Context: an optimization exercise on an open-source flow, tuned for small area. The choices shown serve that exercise and are no tape-out recipe. In this exercise RTL edits were held to simulation tests only and were not proved equivalent to the original.

==> 10-08 <==
==> flow/design.v <==
`timescale 1ns/1ps
package dma_pkg;
  typedef logic [31:0] reg_addr_t;
  typedef logic [31:0] reg_data_t;
  localparam int PAGE_W = 12;
  localparam int NUM_PAGES = 3;
  typedef logic [1:0] page_t;
  typedef logic [PAGE_W-1:0] reg_off_t;
  localparam page_t PAGE_H2S    = 2'd0;
  localparam page_t PAGE_S2H    = 2'd1;
  localparam page_t PAGE_GLOBAL = 2'd2;
  localparam reg_off_t REG_ADDR   = 12'h000;
  localparam reg_off_t REG_LEN    = 12'h004;
  localparam reg_off_t REG_GO     = 12'h008;
  localparam reg_off_t REG_STATUS = 12'h00c;
  localparam reg_off_t REG_CACHE    = 12'h000;
  localparam reg_off_t REG_SOFT_RST = 12'h004;
  localparam reg_off_t REG_ID       = 12'h008;
  localparam int TAG_W  = 4;
  localparam int BTT_W  = 23;
  localparam int DATA_W = 64;
  localparam int GO_EOF_BIT = 0;
  localparam int GO_TAG_LSB = 4;
  typedef struct packed {
    logic [3:0]       rsvd_hi;
    logic [TAG_W-1:0] tag;
    logic [31:0]      addr;
    logic             rsvd_drr;
    logic             eof;
    logic [6:0]       rsvd_lo;
    logic [BTT_W-1:0] btt;
  } cmd_t;
  typedef logic [7:0] sts_t;
  typedef struct packed {
    logic              last;
    logic [DATA_W-1:0] data;
  } beat_t;
  localparam reg_data_t UNMAPPED_DATA = 32'hdeadbeef;
  localparam reg_data_t ID_VALUE      = 32'h0d3a_0100;
  localparam int DEF_CMD_DEPTH  = 4;
  localparam int DEF_STS_DEPTH  = 4;
  localparam int DEF_LOOP_DEPTH = 16;
endpackage
`timescale 1ns/1ps
`timescale 1ns/1ps
`timescale 1ns/1ps
`timescale 1ns/1ps
`timescale 1ns/1ps
`timescale 1ns/1ps
`timescale 1ns/1ps
module dma_ctrl_top (
  input  logic        clk,
  input  logic        rst,
  input  logic        set_stb,
  input  logic [31:0] set_addr,
  input  logic [31:0] set_data,
  input  logic        get_stb,
  input  logic [31:0] get_addr,
  output logic [31:0] get_data,
  output logic        get_valid,
  output logic        h2s_cmd_valid,
  output logic [71:0] h2s_cmd_data,
  input  logic        h2s_cmd_ready,
  output logic        s2h_cmd_valid,
  output logic [71:0] s2h_cmd_data,
  input  logic        s2h_cmd_ready,
  input  logic        h2s_sts_valid,
  input  logic [7:0]  h2s_sts_data,
  output logic        h2s_sts_ready,
  input  logic        s2h_sts_valid,
  input  logic [7:0]  s2h_sts_data,
  output logic        s2h_sts_ready,
  input  logic        in_valid,
  input  logic [63:0] in_data,
  input  logic        in_last,
  output logic        in_ready,
  output logic        out_valid,
  output logic [63:0] out_data,
  output logic        out_last,
  input  logic        out_ready,
  output logic        irq,
  output logic [3:0]  arcache,
  output logic [3:0]  awcache
);
  logic [1:0] set_page, get_page;
  logic       set_hi0, get_hi0;           
  logic [3:0] set_reg, get_reg;           
  logic       soft_reset;
  logic       rst_chan;
  assign set_page = set_addr[13:12];
  assign get_page = get_addr[13:12];
  assign set_hi0  = (set_addr[11:4] == 8'd0) && (set_addr[1:0] == 2'd0);
  assign get_hi0  = (get_addr[11:4] == 8'd0) && (get_addr[1:0] == 2'd0);
  always_comb begin
    for (int i = 0; i < 4; i++) begin
      set_reg[i] = set_hi0 && (set_addr[3:2] == 2'(i));
      get_reg[i] = get_hi0 && (get_addr[3:2] == 2'(i));
    end
  end
  assign rst_chan = rst || soft_reset;
  logic [7:0] cache_q;
  logic       set_glb;
  assign set_glb = set_stb && (set_page == 2'd2);
  always_ff @(posedge clk) begin
    if (rst) cache_q <= 8'h33;
    else if (set_glb && set_reg[0]) cache_q <= set_data[7:0];
  end
  always_ff @(posedge clk) begin
    if (rst) soft_reset <= 1'b0;
    else soft_reset <= set_glb && set_reg[1];
  end
  assign arcache = cache_q[3:0];
  assign awcache = cache_q[7:4];
  logic [31:0] addr_q   [2];
  logic [22:0] len_q    [2];
  logic [3:0]  tag_q    [2];
  logic        ovf_q    [2];
  logic [2:0]  ccnt_q   [2];
  logic [59:0] cmem     [2][4];    
  logic [2:0]  scnt_q   [2];
  logic [7:0]  smem     [2][4];
  logic [59:0] chead    [2];
  logic [7:0]  shead    [2];
  logic        cmd_rdy  [2];
  logic        sts_vld  [2];
  logic [7:0]  sts_din  [2];
  logic        cvalid   [2];
  logic        sready   [2];
  logic [31:0] chan_rd  [2];
  assign cmd_rdy[0] = h2s_cmd_ready;
  assign cmd_rdy[1] = s2h_cmd_ready;
  assign sts_vld[0] = h2s_sts_valid;
  assign sts_vld[1] = s2h_sts_valid;
  assign sts_din[0] = h2s_sts_data;
  assign sts_din[1] = s2h_sts_data;
  for (genvar c = 0; c < 2; c++) begin : g_chan
    logic set_ch, get_ch, go_wr, cfull, cpush, cpop, sfull, spush, spop;
    logic [59:0] go_cmd;
    assign set_ch = set_stb && (set_page == 2'(c));
    assign get_ch = get_stb && (get_page == 2'(c));
    assign go_wr  = set_ch && set_reg[2];
    assign cfull  = ccnt_q[c][2];
    assign cpush  = go_wr && !cfull;
    assign cvalid[c] = ccnt_q[c] != 3'd0;
    assign cpop   = cvalid[c] && cmd_rdy[c];
    assign go_cmd = {set_data[7:4] + tag_q[c], addr_q[c], set_data[0], len_q[c]};
    always_ff @(posedge clk) begin
      if (rst_chan) begin
        addr_q[c] <= '0;
        len_q[c]  <= '0;
        tag_q[c]  <= '0;
        ovf_q[c]  <= 1'b0;
        ccnt_q[c] <= '0;
      end else begin
        if (set_ch && set_reg[0]) addr_q[c] <= set_data;
        if (set_ch && set_reg[1]) len_q[c] <= set_data[22:0];
        if (cpush) tag_q[c] <= tag_q[c] + 4'd1;
        if (go_wr && cfull) ovf_q[c] <= 1'b1;
        if (cpush && !cpop) ccnt_q[c] <= ccnt_q[c] + 3'd1;
        else if (!cpush && cpop) ccnt_q[c] <= ccnt_q[c] - 3'd1;
      end
    end
    always_ff @(posedge clk) begin
      if (cpush) begin
        cmem[c][0] <= go_cmd;
        for (int i = 1; i < 4; i++) cmem[c][i] <= cmem[c][i-1];
      end
    end
    always_comb begin
      chead[c] = '0;
      for (int i = 0; i < 4; i++)
        chead[c] = chead[c] | ({60{ccnt_q[c] == 3'(i+1)}} & cmem[c][i]);
    end
    assign sfull  = scnt_q[c][2];
    assign sready[c] = !sfull;
    assign spush  = sts_vld[c] && !sfull;
    assign spop   = get_ch && get_reg[3] && (scnt_q[c] != 3'd0);
    always_ff @(posedge clk) begin
      if (rst_chan) scnt_q[c] <= '0;
      else if (spush && !spop) scnt_q[c] <= scnt_q[c] + 3'd1;
      else if (!spush && spop) scnt_q[c] <= scnt_q[c] - 3'd1;
    end
    always_ff @(posedge clk) begin
      if (spush) begin
        smem[c][0] <= sts_din[c];
        for (int i = 1; i < 4; i++) smem[c][i] <= smem[c][i-1];
      end
    end
    always_comb begin
      shead[c] = '0;
      for (int i = 0; i < 4; i++)
        shead[c] = shead[c] | ({8{scnt_q[c] == 3'(i+1)}} & smem[c][i]);
    end
    always_comb begin
      chan_rd[c] = 32'hdeadbeef;
      if (get_reg[0]) chan_rd[c] = addr_q[c];
      if (get_reg[1]) chan_rd[c] = {9'b0, len_q[c]};
      if (get_reg[2]) chan_rd[c] = {28'b0, tag_q[c]};
      if (get_reg[3]) chan_rd[c] = {15'b0, ovf_q[c], 1'b0, ccnt_q[c], 1'b0, scnt_q[c], shead[c]};
    end
  end
  assign h2s_cmd_valid = cvalid[0];
  assign s2h_cmd_valid = cvalid[1];
  assign h2s_sts_ready = sready[0];
  assign s2h_sts_ready = sready[1];
  assign h2s_cmd_data  = {4'b0, chead[0][59:24], 1'b0, chead[0][23], 7'b0, chead[0][22:0]} ;
  assign s2h_cmd_data  = {4'b0, chead[1][59:24], 1'b0, chead[1][23], 7'b0, chead[1][22:0]} ;
  assign irq = (scnt_q[0] != 3'd0) || (scnt_q[1] != 3'd0);
  logic [31:0] rd_next;
  always_comb begin
    case (get_page)
      2'd0: rd_next = chan_rd[0];
      2'd1: rd_next = chan_rd[1];
      2'd2: begin
        rd_next = 32'hdeadbeef;
        if (get_reg[0]) rd_next = {24'b0, cache_q};
        if (get_reg[1]) rd_next = 32'h0;
        if (get_reg[2]) rd_next = 32'h0d3a0100;
      end
      default: rd_next = 32'hdeadbeef;
    endcase
  end
  always_ff @(posedge clk) get_data <= rd_next;
  always_ff @(posedge clk) begin
    if (rst) get_valid <= 1'b0;
    else get_valid <= get_stb;
  end
  logic [4:0]  lcnt_q;
  logic [64:0] lmem [16];
  logic [64:0] lhead;
  logic        active_q, lpush, lpop;
  assign in_ready  = !lcnt_q[4];
  assign lpush     = in_valid && !lcnt_q[4];
  assign out_valid = (lcnt_q != 5'd0) && active_q;
  assign lpop      = out_valid && out_ready;
  always_ff @(posedge clk) begin
    if (rst_chan) begin
      lcnt_q   <= '0;
      active_q <= 1'b0;
    end else begin
      if (lpush && !lpop) lcnt_q <= lcnt_q + 5'd1;
      else if (!lpush && lpop) lcnt_q <= lcnt_q - 5'd1;
      if (s2h_cmd_valid && s2h_cmd_ready) active_q <= 1'b1;
      else if (lpop && lhead[64]) active_q <= 1'b0;
    end
  end
  always_ff @(posedge clk) begin
    if (lpush) begin
      lmem[0] <= {in_last, in_data};
      for (int i = 1; i < 16; i++) lmem[i] <= lmem[i-1];
    end
  end
  always_comb begin
    lhead = '0;
    for (int i = 0; i < 16; i++)
      lhead = lhead | ({65{lcnt_q == 5'(i+1)}} & lmem[i]);
  end
  assign out_data = lhead[63:0];
  assign out_last = lhead[64];
endmodule
==> flow/run.sh <==
#!/bin/bash
# synth_recipe.tcl (not shown) runs the flow's synth.tcl, then flattens the netlist and writes it again
# the make line also repeats each setting of config.mk as NAME=value (left out here)
make -C /OpenROAD-flow-scripts/flow DESIGN_CONFIG=/design/flow/config.mk WORK_HOME=/design/flow/orfs CLKGATE_MAP_FILE= SYNTH_SCRIPT=/design/flow/synth_recipe.tcl finish
==> flow/config.mk <==
export PLATFORM = sky130hd
export DESIGN_NAME = dma_ctrl_top
export DESIGN_NICKNAME = dma_ctrl_top
export VERILOG_FILES = /design/flow/design.v
export SDC_FILE = /design/flow/constraint.sdc
export NUM_CORES = 4
export LEC_CHECK = 0
export CAP_MARGIN = 20
export CORE_MARGIN = 2
export CORE_UTILIZATION = 40
export SLEW_MARGIN = 20
==> flow/constraint.sdc <==
create_clock -name core_clock -period 6.0 [get_ports {clk}]
set_input_delay 1.2000 -clock core_clock [delete_from_list [all_inputs] [get_ports {clk}]]
set_output_delay 1.2000 -clock core_clock [all_outputs]
set_load 0.01 [all_outputs]
==> 10-16: changes against 10-08 <==
==> flow/flow/run.sh (new file) <==
#!/bin/bash
# Standard ORFS layout with three changes aimed at cell area:
#  - synthesis maps the logic with an area-oriented ABC script (flow/abc_area.script);
#    everything else in synthesis is the standard flow's own synth_recipe.tcl, unchanged
#  - buf_1 as the port buffer
#  - a clock tree of small buffers and no dummy loads
set -euo pipefail
W=$PWD
cat flow/abc_proc.tcl synth_recipe.tcl > my_synth.tcl
export MY_ABC_SCRIPT=$W/flow/abc_area.script
bash standard.sh \
  SYNTH_SCRIPT=$W/my_synth.tcl \
  BUFFER_PORTS_ARGS="-buffer_cell sky130_fd_sc_hd__buf_1" \
  CTS_ARGS="-sink_clustering_enable -repair_clock_nets -dont_use_dummy_load -buf_list sky130_fd_sc_hd__clkbuf_4 -sink_clustering_size 10 -sink_clustering_max_diameter 40" \
  finish > make.log 2>&1
==> flow/flow/abc_area.script (new file) <==
strash
dc2
dch
amap
&get -n
&st
&dch
&nf -R 1000
&put
topo
==> flow/flow/abc_proc.tcl (new file) <==
proc abc {args} {
  set i [lsearch -exact $args -script]
  if {$i >= 0 && [info exists ::env(MY_ABC_SCRIPT)]} { lset args [expr {$i + 1}] $::env(MY_ABC_SCRIPT) }
  yosys abc {*}$args
}
==> flow/standard.sh (new file) <==
#!/bin/bash
# synth_recipe.tcl (not shown) runs the flow's synth.tcl, then flattens the netlist and writes it again
# the make line also repeats each setting of config.mk as NAME=value (left out here)
make -C /OpenROAD-flow-scripts/flow DESIGN_CONFIG=/design/flow/config.mk WORK_HOME=/design/flow/orfs CLKGATE_MAP_FILE= SYNTH_SCRIPT=/design/flow/synth_recipe.tcl "${@:-finish}"
- CAP_MARGIN: 20 -> 5
- CORE_UTILIZATION: 40 -> 65
- PLACE_DENSITY: default -> 0.85
- SLEW_MARGIN: 20 -> 5
removed: flow/run.sh
==> 11-27: changes against 10-08 <==
==> flow/flow/run.sh (new file) <==
#!/bin/bash
# Standard ORFS layout with three changes aimed at cell area:
#  - synthesis maps the logic with an area-oriented ABC script (flow/abc_area.script);
#    everything else in synthesis is the standard flow's own synth_recipe.tcl, unchanged
#  - buf_1 as the port buffer
#  - a clock tree of small buffers and no dummy loads
set -euo pipefail
W=$PWD
cat flow/abc_proc.tcl synth_recipe.tcl > my_synth.tcl
export MY_ABC_SCRIPT=$W/flow/abc_area.script
bash standard.sh \
  SYNTH_SCRIPT=$W/my_synth.tcl \
  BUFFER_PORTS_ARGS="-buffer_cell sky130_fd_sc_hd__buf_1" \
  CTS_ARGS="-sink_clustering_enable -repair_clock_nets -dont_use_dummy_load -buf_list sky130_fd_sc_hd__clkbuf_4 -sink_clustering_size 10 -sink_clustering_max_diameter 35" \
  finish > make.log 2>&1
==> flow/flow/abc_area.script (new file) <==
strash
dch
amap
&get -n
&st
&dch
&nf -R 1000
&put
topo
==> flow/flow/abc_proc.tcl (new file) <==
proc abc {args} {
  set i [lsearch -exact $args -script]
  if {$i >= 0 && [info exists ::env(MY_ABC_SCRIPT)]} { lset args [expr {$i + 1}] $::env(MY_ABC_SCRIPT) }
  yosys abc {*}$args
}
==> flow/standard.sh (new file) <==
#!/bin/bash
# synth_recipe.tcl (not shown) runs the flow's synth.tcl, then flattens the netlist and writes it again
# the make line also repeats each setting of config.mk as NAME=value (left out here)
make -C /OpenROAD-flow-scripts/flow DESIGN_CONFIG=/design/flow/config.mk WORK_HOME=/design/flow/orfs CLKGATE_MAP_FILE= SYNTH_SCRIPT=/design/flow/synth_recipe.tcl "${@:-finish}"
- CORE_UTILIZATION: 40 -> 65
- PLACE_DENSITY: default -> 0.75
removed: flow/run.sh
==> 09-10: changes against 10-08 <==
==> flow/flow/run.sh (new file) <==
#!/bin/bash
# Standard ORFS layout with three changes aimed at cell area:
#  - synthesis maps the logic with an area-oriented ABC script (flow/abc_area.script);
#    everything else in synthesis is the standard flow's own synth_recipe.tcl, unchanged
#  - buf_1 as the port buffer
#  - a clock tree of small buffers and no dummy loads
set -euo pipefail
W=$PWD
cat flow/abc_proc.tcl synth_recipe.tcl > my_synth.tcl
export MY_ABC_SCRIPT=$W/flow/abc_area.script
bash standard.sh \
  SYNTH_SCRIPT=$W/my_synth.tcl \
  BUFFER_PORTS_ARGS="-buffer_cell sky130_fd_sc_hd__buf_1" \
  CTS_ARGS="-sink_clustering_enable -repair_clock_nets -dont_use_dummy_load -buf_list sky130_fd_sc_hd__clkbuf_8 -sink_clustering_size 20 -sink_clustering_max_diameter 50" \
  finish > make.log 2>&1
==> flow/flow/abc_area.script (new file) <==
strash
dch
amap
&get -n
&st
&dch
&nf -R 1000
&put
topo
==> flow/flow/abc_proc.tcl (new file) <==
proc abc {args} {
  set i [lsearch -exact $args -script]
  if {$i >= 0 && [info exists ::env(MY_ABC_SCRIPT)]} { lset args [expr {$i + 1}] $::env(MY_ABC_SCRIPT) }
  yosys abc {*}$args
}
==> flow/standard.sh (new file) <==
#!/bin/bash
# synth_recipe.tcl (not shown) runs the flow's synth.tcl, then flattens the netlist and writes it again
# the make line also repeats each setting of config.mk as NAME=value (left out here)
make -C /OpenROAD-flow-scripts/flow DESIGN_CONFIG=/design/flow/config.mk WORK_HOME=/design/flow/orfs CLKGATE_MAP_FILE= SYNTH_SCRIPT=/design/flow/synth_recipe.tcl "${@:-finish}"
- CAP_MARGIN: 20 -> 5
- CORE_UTILIZATION: 40 -> 50
- PLACE_DENSITY: default -> 0.65
- SLEW_MARGIN: 20 -> 5
removed: flow/run.sh
==> notes <==
Of 09-10 and 11-27, 09-10 has the higher hold slack (gap 0.21 ns). Core utilization: 10-08 < 09-10 < 10-16 < 11-27. In 10-16 the clock-buffer cell count is lower than in 11-27, by 17. Final area, lowest first: 10-16, 11-27, 09-10, 10-08. Register-to-register slack: 10-16 > 09-10 > 11-27 > 10-08.

## afterwards: timing with drivers on the ports
The flow's constraints put no driver on any port. The routed layouts listed below were extracted and timed again, unchanged, in two steps. Step 1, drivers: a clkbuf_16 drives clk and a buf_2 each remaining input, both assumed. Step 2 also shifts input and output timing later by t, the mid clock arrival at the registers, as if the neighbouring blocks saw the same clock. a / b / c = ideal ports / drivers / drivers and shift; a / b = the first two.
run	shift t [ns]	slack for setup (ns)	worst data-port slew with drivers (ns)
10-08	0.854	0.446 / 0.367 / 1.221	0.13
10-16	1.176	0.605 / 0.543 / 1.464	0.11
11-27	1.209	0.426 / 0.361 / 1.570	0.08
09-10	0.898	0.766 / 0.695 / 1.594	0.16
After both steps setup and hold are still met in every run listed.
